What follows belongs to an exercise in optimizing a design on an open flow for small area and a short achievable clock period; a production flow would make more cautious choices. Only simulation tests tie the RTL to the original design; equivalence was not proved. Power and IR drop assume default switching activity. The flow treats the clock pin as an ideal source, which a real chip does not have.

run 1:
==> flow/design.v <==
module window_3x3 #(
    parameter int N       = 8,
    parameter int CHANNEL = 3,
    parameter int SIZE    = 32,
    parameter int PADDING = 1
) (
    input  logic                     clk,
    input  logic                     rst,
    input  logic                     din_vld,
    input  logic [CHANNEL*N-1:0]     din,
    output logic [9*CHANNEL*N-1:0]   win_dout,
    output logic                     win_vld,
    output logic                     win_end
);
    localparam int P  = CHANNEL * N;
    localparam int W  = SIZE + 2 * PADDING;
    localparam int CW = $clog2(W);
    localparam int L  = 2 * W + 2;               
    localparam logic [CW-1:0] W_M1 = CW'(W - 1);
    logic [P-1:0]  px_q;
    logic          px_vld_q;
    logic [P-1:0]  chain_q [L];
    logic [CW-1:0] col_q, row_q;
    logic          col_ge2_q, row_ge2_q;
    logic          win_vld_q, win_end_q;
    logic          col_last, row_last;
    always_ff @(posedge clk) begin
        px_q     <= din;
        px_vld_q <= din_vld;
    end
    always_ff @(posedge clk) begin
        if (px_vld_q) begin
            chain_q[0] <= px_q;
            for (int i = 1; i < L; i++) chain_q[i] <= chain_q[i-1];
        end
    end
    assign col_last = (col_q == W_M1);
    assign row_last = (row_q == W_M1);
    always_ff @(posedge clk) begin
        if (rst) begin
            col_q     <= '0;
            row_q     <= '0;
            col_ge2_q <= 1'b0;
            row_ge2_q <= 1'b0;
            win_vld_q <= 1'b0;
            win_end_q <= 1'b0;
        end else begin
            win_vld_q <= din_vld && col_ge2_q && row_ge2_q;
            win_end_q <= din_vld && col_last && row_last;
            if (din_vld) begin
                if (col_last) begin
                    col_q     <= '0;
                    col_ge2_q <= 1'b0;
                    if (row_last) begin
                        row_q     <= '0;
                        row_ge2_q <= 1'b0;
                    end else begin
                        row_q     <= row_q + 1'b1;
                        if (row_q == CW'(1)) row_ge2_q <= 1'b1;
                    end
                end else begin
                    col_q <= col_q + 1'b1;
                    if (col_q == CW'(1)) col_ge2_q <= 1'b1;
                end
            end
        end
    end
    for (genvar k = 0; k < 9; k++) begin : g_tap
        localparam int D = (2 - k / 3) * W + (2 - k % 3);
        if (D == 0) begin : g_new
            assign win_dout[k*P +: P] = px_q;
        end else begin : g_old
            assign win_dout[k*P +: P] = chain_q[D-1];
        end
    end
    assign win_vld = win_vld_q;
    assign win_end = win_end_q;
endmodule
clock: 4.6 ns
lec_check: 0
cap_margin: 20
core_margin: 2
core_utilization: 40
setup_slack_margin: 2.6
slew_margin: 20
standard.sh (not shown) runs the stock make flow with config.mk's settings and CLKGATE_MAP_FILE= SYNTH_SCRIPT=/design/flow/synth_recipe.tcl, a recipe that flattens the netlist after the stock synthesis.
==> flow/flow/run.sh <==
#!/bin/bash
# Standard ORFS layout with two changes: port buffers use buf_1 instead of the default
# delay buffer, and CTS uses larger sink clusters without dummy loads.
set -euo pipefail
bash standard.sh \
  "BUFFER_PORTS_ARGS=-buffer_cell sky130_fd_sc_hd__buf_1" \
  "CTS_ARGS=-sink_clustering_enable -repair_clock_nets -dont_use_dummy_load -sink_clustering_size 30 -sink_clustering_max_diameter 100 -buf_list sky130_fd_sc_hd__clkbuf_16" \
  finish > make.log 2>&1
The flow did not stop early for run 1: all stages ran, and the layout cleared the timing, design-rule and antenna checks.
Inputs modified between run 1 and run 2:
-- flow/config.mk --
<<< run 1, line 8
export CAP_MARGIN = 20
export CORE_MARGIN = 2
export CORE_UTILIZATION = 40
export SETUP_SLACK_MARGIN = 2.6
export SLEW_MARGIN = 20
>>> run 2, line 8
export CAP_MARGIN = 20
export CORE_MARGIN = 2
export CORE_UTILIZATION = 60
export SLEW_MARGIN = 20
Findings:
- Run 1 and run 2 all finish clean.
- For run 2, the launching instance or port of the critical path was px_vld_q$_DFF_P_, unlike run 1, where it was chain_q[33][11]$_DFFE_PP_.
- Routing usage on met2 up 4.9 points in run 2 wrt run 1
- Run 2 vs run 1 on overall global routing resource usage: run 2 is the higher one.
- Cmp run 2 vs run 1: clock tree buffer count of the final layout lower in run 2
What run 3 does differently from run 2 at the input level:
-- flow/config.mk --
<<< run 2, line 8
export CAP_MARGIN = 20
export CORE_MARGIN = 2
export CORE_UTILIZATION = 60
export SLEW_MARGIN = 20
>>> run 3, line 8
export CAP_MARGIN = 20
export CORE_MARGIN = 2
export CORE_UTILIZATION = 40
export SLEW_MARGIN = 70
## What came out
- Run 3: no failed stages, no open violations at the end
- Run 2 reached the final stage; the timing, design-rule and antenna checks on its layout passed.
- Taking run 2 over run 3, the worst-case vdd ir drop ratio works out to 1.2.
- Diff run 3 and run 2: growth of design area from synthesis to finish higher in run 3
- H-tree depth came out exactly the same in run 3 and run 2.
- Summary of run 3 over run 2: cell area after layout climbed about 2.4%; wire length of the first global-routing pass climbed 2.7 mm.
- [run 3] setup slack rose 100 ps relative to run 2
- As far as multi-input combinational cell count goes, run 3 and run 2 are indistinguishable; the numbers are identical.
- Of the two values seen for launch point of the critical path, chain_q[33][7]$_DFFE_PP_ was produced by run 3 and px_vld_q$_DFF_P_ by run 2.
- Compared with run 2, run 3 shows a last weighted congestion value of the routability-driven placer that is about 2.3% higher.

[port drivers added, routing unchanged]
The results above use ideal ports. As a check the final layouts listed here were re-extracted and re-timed, cells and wires unchanged.
Step 1 (the two cells are an assumption about what drives the block):
set clk [get_ports {clk}]
set_driving_cell -lib_cell sky130_fd_sc_hd__clkbuf_16 $clk
set_driving_cell -lib_cell sky130_fd_sc_hd__buf_2 [delete_from_list [all_inputs] $clk]
Step 2 adds t to the input delays and takes it off the output delays; t is the mean of the earliest and latest rising clock arrival at the registers after step 1. Input paths then give back, and output paths get back, about the clock's delay inside the block.
a / b / c = no drivers / after step 1 / after step 2; a / b = the first two.
| run | t (ns) | slack for setup (ns) | latest minus earliest clock arrival (ns) | cell pins on the clock port's net |
|---|---|---|---|---|
| run 1 | 0.694 | 2.427 / 2.359 / 2.297 | 0.084 / 0.084 | 1 |
| run 2 | 0.670 | 2.323 / 2.264 / 2.323 | 0.048 / 0.048 | 1 |
| run 3 | 0.685 | 2.424 / 2.357 / 2.553 | 0.079 / 0.079 | 1 |
After both steps every run listed still meets setup and hold. The setup slack of run 1, which loses most, moves by -0.068 ns with the drivers and by -0.130 ns with both steps.
